From an optimization exercise on the open Yosys and OpenROAD flow, aimed at small area; shortcuts taken in it are not production practice. Only simulation tests tie the RTL to the original design; equivalence was not proved. Power and IR drop assume default switching activity.

==> 07-02: inputs <==
## ps2_keyboard_rx
module ps2_keyboard_rx #(
    parameter int unsigned FILTER_LEN     = 16,
    parameter int unsigned TIMEOUT_CYCLES = 50000,
    parameter int unsigned FIFO_DEPTH     = 8,
    parameter int unsigned CHECK_PARITY   = 1,
    parameter int unsigned REPEAT_FILTER  = 1
) (
    input  logic         c50,
    input  logic         reset,
    input  logic         ps2_clk,
    input  logic         ps2_dat,
    output logic         evt_valid,
    input  logic         evt_ready,
    output logic [9:0]   evt_data,
    output logic [511:0] key_down,
    output logic [511:0] make_sticky,
    output logic [511:0] break_sticky,
    input  logic         clr_make,
    input  logic         clr_break,
    input  logic         clr_status,
    output logic [23:0]  last_seq,
    output logic         frame_err,
    output logic         overflow
);
    localparam int unsigned AW = $clog2(FIFO_DEPTH);
    logic       w_byte_valid;
    logic [7:0] w_byte;
    logic       w_frame_err;
    ps2_frame_rx #(
        .FILTER_LEN     (FILTER_LEN),
        .TIMEOUT_CYCLES (TIMEOUT_CYCLES),
        .CHECK_PARITY   (CHECK_PARITY)
    ) u_frame_rx (
        .i_clk        (c50),
        .i_reset      (reset),
        .i_ps2_clk    (ps2_clk),
        .i_ps2_dat    (ps2_dat),
        .o_byte_valid (w_byte_valid),
        .o_byte       (w_byte),
        .o_frame_err  (w_frame_err)
    );
    logic       r_ext, r_brk;
    logic [2:0] r_skip;
    logic       w_key_evt, w_brk, w_ext;
    logic       w_dropped;
    logic       w_pause;
    assign w_pause   = (r_skip != 3'd0);
    assign w_dropped = (w_byte == PS2_AA) || (w_byte == PS2_FA) || (w_byte == PS2_EE) ||
                       (w_byte == PS2_FE) || (w_byte == 8'h00)  || (w_byte == 8'hFF);
    assign w_ext     = r_ext;
    assign w_brk     = r_brk;
    assign w_key_evt = w_byte_valid && !w_pause && (r_brk ||
                       (r_ext ? (w_byte != PS2_F0 && w_byte != PS2_E0)
                              : (w_byte != PS2_E0 && w_byte != PS2_F0 && w_byte != PS2_E1 &&
  ...
export LEC_CHECK = 0
export CAP_MARGIN = 20
export CORE_AREA = 10 10 550 550
export DIE_AREA = 0 0 560 560
export SLEW_MARGIN = 50
export SYNTH_HIERARCHICAL = 1
create_clock -name core_clock -period 10.0 [get_ports {c50}]
standard.sh (not shown) runs the stock make flow with config.mk's settings and CLKGATE_MAP_FILE= SYNTH_SCRIPT=/design/flow/synth_recipe.tcl, a recipe that flattens the netlist after the stock synthesis.
==> flow/flow/run.sh <==
#!/bin/bash
# Standard layout (the standard.sh) with these changes:
#  - after the standard synthesis, every combinational cell is set to its smallest drive
#    strength (flow/downsize.py); the repair steps of the layout size up where needed;
#  - the smallest buffer on the ports;
#  - larger clock-sink clusters without dummy loads;
set -e
export BUFFER_PORTS_ARGS="-buffer_cell sky130_fd_sc_hd__buf_1"
export CTS_ARGS="-sink_clustering_enable -repair_clock_nets -sink_clustering_size 30 -sink_clustering_max_diameter 80 -dont_use_dummy_load"
RES=orfs/results/sky130hd/ps2_keyboard_rx/base
bash standard.sh synth > standard_synth.log 2>&1
python3 flow/downsize.py "$FLOW_HOME/platforms/sky130hd/lib/sky130_fd_sc_hd__tt_025C_1v80.lib" "$RES/1_2_yosys.v" > downsize.log 2>&1
rm -f "$RES/1_synth.odb" "$RES/1_synth.sdc"
bash standard.sh > standard.log 2>&1
==> flow/flow/downsize.py <==
#!/usr/bin/env python3
"""Give every combinational cell of the synthesized netlist the smallest drive strength of
its kind (same function and pins), leaving flip-flops alone. The placement and timing
repair steps that follow size cells up again where slew, load or timing need it.
usage: downsize.py LIBERTY NETLIST  (NETLIST is rewritten in place)"""
import re
import sys

lib, net = sys.argv[1], sys.argv[2]
text = open(lib).read()
area = {}
for name, a in re.findall(r'cell\s*\(\s*"?(sky130_fd_sc_hd__\w+)"?\s*\)\s*\{.*?\barea\s*:\s*([\d.]+)', text, re.S):
    area[name] = float(a)
kinds = {}
for name in area:
    m = re.match(r'(sky130_fd_sc_hd__\w+?)_(\d+)$', name)
    if m:
        kinds.setdefault(m.group(1), []).append(name)
skip = re.compile(r'sky130_fd_sc_hd__(s?e?df|dl|lpflow|probe|tap|fill|decap|conb|clk)')
best = {}
for kind, names in kinds.items():
    if skip.match(kind + '_'):
        continue
    small = min(names, key=lambda n: (area[n], n))
    for n in names:
        if n != small and area[small] < area[n]:
            best[n] = small
v = open(net).read()
count = 0
def sub(m):
    global count
    if m.group(1) in best:
        count += 1
        return best[m.group(1)] + m.group(2)
    return m.group(0)
v = re.sub(r'\b(sky130_fd_sc_hd__\w+)(\s+\S+\s*\()', sub, v)
open(net, 'w').write(v)
print(f'downsized {count} cells')
==> inputs of 03-10, as changes to 07-02 <==
--- a/flow/design.v
+++ b/flow/design.v
@@ -31,38 +31,33 @@
     output logic       o_byte_valid,
     output logic [7:0] o_byte,
     output logic       o_frame_err
 );
     localparam int unsigned TW = $clog2(TIMEOUT_CYCLES + 1);
-    localparam logic [15:0] TO_SEED = 16'h0001;
-    localparam logic [15:0] TO_TAPS = 16'hB400;
-    localparam logic [15:0] TO_LAST = 16'hECED;
     localparam int unsigned FW = $clog2(FILTER_LEN + 1);
     logic                  r_clk_s1, r_clk_s2;
     logic                  r_dat_s1, r_dat_s2;
     logic [FW-1:0]         r_run;
     logic                  r_fclk, r_fclk_d;
     logic [3:0]            r_bitcnt;
     logic [9:0]            r_shift;
-    logic [15:0]           r_to_cnt;
+    logic [TW-1:0]         r_to_cnt;
     logic        w_fall;
     logic [10:0] w_frame;
     logic        w_good;
     logic        w_timeout;
     logic        w_flip;
     logic        w_diff;
     assign w_fall    = r_fclk_d & ~r_fclk;
     assign w_frame   = {r_dat_s2, r_shift};
     assign w_good    = ~w_frame[0] & w_frame[10] & ((CHECK_PARITY == 0) | (^w_frame[9:1]));
-    assign w_timeout = (r_bitcnt != 4'd0) && !w_fall && (r_to_cnt == TO_LAST);
+    assign w_timeout = (r_bitcnt != 4'd0) && !w_fall && (r_to_cnt == TW'(TIMEOUT_CYCLES - 1));
     assign w_flip    = (r_run == FW'(FILTER_LEN));
     assign w_diff    = r_clk_s2 ^ r_fclk;
     assign o_byte    = r_shift[8:1];
     always_ff @(posedge i_clk) begin
-        if (i_reset) begin
-            r_shift <= '0;
-        end else if (w_fall && r_bitcnt != 4'd10) begin
+        if (w_fall && r_bitcnt != 4'd10) begin
             r_shift <= {r_dat_s2, r_shift[9:1]};
         end
     end
     always_ff @(posedge i_clk) begin
         if (i_reset) begin
@@ -72,31 +67,31 @@
             r_dat_s2     <= 1'b1;
             r_run        <= '0;
             r_fclk       <= 1'b1;
             r_fclk_d     <= 1'b1;
             r_bitcnt     <= 4'd0;
-            r_to_cnt     <= TO_SEED;
+            r_to_cnt     <= '0;
             o_byte_valid <= 1'b0;
             o_frame_err  <= 1'b0;
         end else begin
             r_clk_s1 <= i_ps2_clk;
             r_clk_s2 <= r_clk_s1;
             r_dat_s1 <= i_ps2_dat;
             r_dat_s2 <= r_dat_s1;
             if (w_flip) begin
                 r_fclk <= ~r_fclk;
-                r_run  <= w_diff ? FW'(0) : FW'(1);
+                r_run  <= FW'(~w_diff);
             end else if (w_diff) begin
                 r_run  <= r_run + 1'b1;
             end else begin
                 r_run  <= '0;
             end
             r_fclk_d     <= r_fclk;
             o_byte_valid <= 1'b0;
             o_frame_err  <= 1'b0;
             if (w_fall) begin
-                r_to_cnt <= TO_SEED;
+                r_to_cnt <= '0;
                 if (r_bitcnt == 4'd10) begin
                     r_bitcnt <= 4'd0;
                     if (w_good) begin
                         o_byte_valid <= 1'b1;
                     end else begin
@@ -107,16 +102,16 @@
                 end
             end else if (r_bitcnt != 4'd0) begin
                 if (w_timeout) begin
                     o_frame_err <= 1'b1;
                     r_bitcnt    <= 4'd0;
-                    r_to_cnt    <= TO_SEED;
+                    r_to_cnt    <= '0;
                 end else begin
-                    r_to_cnt <= {1'b0, r_to_cnt[15:1]} ^ (r_to_cnt[0] ? TO_TAPS : 16'h0000);
+                    r_to_cnt <= r_to_cnt + 1'b1;
                 end
             end else begin
-                r_to_cnt <= TO_SEED;
+                r_to_cnt <= '0;
             end
         end
     end
 endmodule
 import ps2_pkg::*;
@@ -196,13 +191,11 @@
                 r_ext <= 1'b0;
             end
         end
     end
     logic [511:0] r_key_down, r_make_sticky, r_break_sticky;
-    logic [511:0] w_sel;
-    logic [512:0] w_sel_x, w_kd_x;
-    logic [170:0] w_hit_n;
+    logic [511:0] w_hit_n;
     logic [31:0]  w_row_n;
     logic [15:0]  w_col_n;
     logic [8:0]   w_key;
     logic         w_hit;
     logic         w_kd_d, w_set_make, w_set_break, w_keep_make, w_keep_break;
@@ -213,12 +206,10 @@
         assign w_row_n[i] = ~(reset | (w_key_evt & (w_key[8:4] == 5'(i))));
     end
     for (genvar j = 0; j < 16; j++) begin : g_col
         assign w_col_n[j] = ~(reset | (w_key[3:0] == 4'(j)));
     end
-    assign w_sel_x      = {1'b0, w_sel};
-    assign w_kd_x       = {1'b0, r_key_down};
     assign w_hit        = ~&w_hit_n;
     assign w_kd_d       = ~reset & ~w_brk;
     assign w_set_make   = ~reset & ~w_brk & ~((REPEAT_FILTER != 0) & w_hit);
     assign w_set_break  = ~reset & w_brk;
     assign w_keep_make  = ~reset & ~clr_make;
@@ -235,18 +226,11 @@
             .i_keep_make  (w_keep_make),
             .i_keep_break (w_keep_break),
             .o_key_down   (r_key_down[k]),
             .o_make       (r_make_sticky[k]),
             .o_break      (r_break_sticky[k]),
-            .o_sel        (w_sel[k])
-        );
-    end
-    for (genvar g = 0; g < 171; g++) begin : g_hit
-        ps2_hit3 u_hit (
-            .i_sel   (w_sel_x[3*g +: 3]),
-            .i_key   (w_kd_x[3*g +: 3]),
-            .o_hit_n (w_hit_n[g])
+            .o_hit_n      (w_hit_n[k])
         );
     end
     always_ff @(posedge c50) begin
         if (reset) begin
             r_seq <= '0;
@@ -260,20 +244,14 @@
     logic             w_full, w_pop, w_wr;
     assign evt_valid = (r_wr != r_rd);
     assign w_full    = (r_wr == (r_rd ^ (AW+1)'(FIFO_DEPTH)));
     assign w_pop     = evt_valid & evt_ready;
     assign w_wr      = w_push & (~w_full | w_pop);
-    for (genvar e = 0; e < FIFO_DEPTH; e++) begin : g_mem
-        logic w_we;
-        assign w_we = w_wr & (r_wr[AW-1:0] == AW'(e));
-        ps2_fifo_entry u_entry (
-            .i_clk  (c50),
-            .i_we   (w_we),
-            .i_we_n (~w_we),
-            .i_d    ({w_brk, w_ext, w_byte}),
-            .o_q    (r_mem[e])
-        );
+    always_ff @(posedge c50) begin
+        if (w_wr) begin
+            r_mem[r_wr[AW-1:0]] <= {w_brk, w_ext, w_byte};
+        end
     end
     always_ff @(posedge c50) begin
         if (reset) begin
             r_wr       <= '0;
             r_rd       <= '0;
@@ -311,36 +289,18 @@
     input  logic i_keep_make,
     input  logic i_keep_break,
     output logic o_key_down,
     output logic o_make,
     output logic o_break,
-    output logic o_sel
+    output logic o_hit_n
 );
     logic w_sel;
-    assign w_sel = ~(i_row_n | i_col_n);
-    assign o_sel = w_sel;
+    assign w_sel   = ~(i_row_n | i_col_n);
+    assign o_hit_n = ~(w_sel & o_key_down);
     always_ff @(posedge i_clk) begin
         if (w_sel) begin
             o_key_down <= i_kd_d;
         end
         o_make  <= (w_sel & i_set_make)  | (o_make  & i_keep_make);
         o_break <= (w_sel & i_set_break) | (o_break & i_keep_break);
     end
 endmodule
-module ps2_hit3 (
-    input  logic [2:0] i_sel,
-    input  logic [2:0] i_key,
-    output logic       o_hit_n
-);
-    assign o_hit_n = ~|(i_sel & i_key);
-endmodule
-module ps2_fifo_entry (
-    input  logic       i_clk,
-    input  logic       i_we,
-    input  logic       i_we_n,
-    input  logic [9:0] i_d,
-    output logic [9:0] o_q
-);
-    always_ff @(posedge i_clk) begin
-        o_q <= (i_d & {10{i_we}}) | (o_q & {10{i_we_n}});
-    end
-endmodule
==> flow/flow/run.sh (replaced) <==
#!/bin/bash
# Standard layout (the standard.sh) with three changes made through ORFS variables:
# the smallest buffer on the ports, larger clock-sink clusters without dummy loads, and
# power recovery (downsizing of cells off the critical paths) after global routing.
set -e
export BUFFER_PORTS_ARGS="-buffer_cell sky130_fd_sc_hd__buf_1"
export CTS_ARGS="-sink_clustering_enable -repair_clock_nets -sink_clustering_size 30 -sink_clustering_max_diameter 80 -dont_use_dummy_load"
export RECOVER_POWER=100
bash standard.sh > standard.log 2>&1
--- a/flow/config.mk
+++ b/flow/config.mk
@@ -6,7 +6,7 @@
 export NUM_CORES = 4
 export LEC_CHECK = 0
 export CAP_MARGIN = 20
 export CORE_AREA = 10 10 550 550
 export DIE_AREA = 0 0 560 560
-export SLEW_MARGIN = 50
+export SLEW_MARGIN = 20
 export SYNTH_HIERARCHICAL = 1
removed: flow/flow/downsize.py
==> notes <==
07-02 produced a clean layout. 03-10 finished but failed the layout checks on max-capacitance violations, max-slew violations. Of 03-10 and 07-02, 03-10 has the higher flip-flop and latch count (gap 3). Worst hold slack is about the same in 03-10 and 07-02. Between 07-02 and 03-10, the lower clock power is in 03-10 (gap about 4%, measured against 03-10). In 03-10 the clock skew is higher than in 07-02, by 4.9 ps. Of 07-02 and 03-10, 07-02 has the higher utilization (gap 0.059 points). In 07-02 the critical path depth is higher than in 03-10, by 7. Between 07-02 and 03-10, the lower final area is in 03-10 (gap 0.24%, measured against 03-10). Against 07-02, the setup slack of 03-10 is lower by 1100 ps.

[separate check: timing with driven ports]
The results above use ideal ports. As a check the final layouts listed here were re-extracted and re-timed, cells and wires unchanged. Step 1, drivers: a clkbuf_16 drives c50 and a buf_2 each remaining input, both assumed. Step 2 moves the port delays by t, midway between the first and last clock arrival at a register: inputs arrive t later, outputs are due t later. That takes back most of the time a late clock gives input paths. Slacks: ideal / step 1 / step 2; pairs: ideal / step 1.
| run | shift t [ns] | slack for setup (ns) | worst setup path after step 2 | clock arrival spread, ns | worst register clock-pin slew, ns |
|---|---|---|---|---|---|
| 07-02 | 0.898 | 2.351 / 2.426 / 1.527 | input to register | 0.144 / 0.145 | 0.12 / 0.12 |
| 03-10 | 0.904 | 1.218 / 1.239 / 0.397 | input to register | 0.149 / 0.149 | 0.12 / 0.12 |
The setup slack of 07-02, which loses most, moves by +0.075 ns with the drivers and by -0.824 ns with both steps.
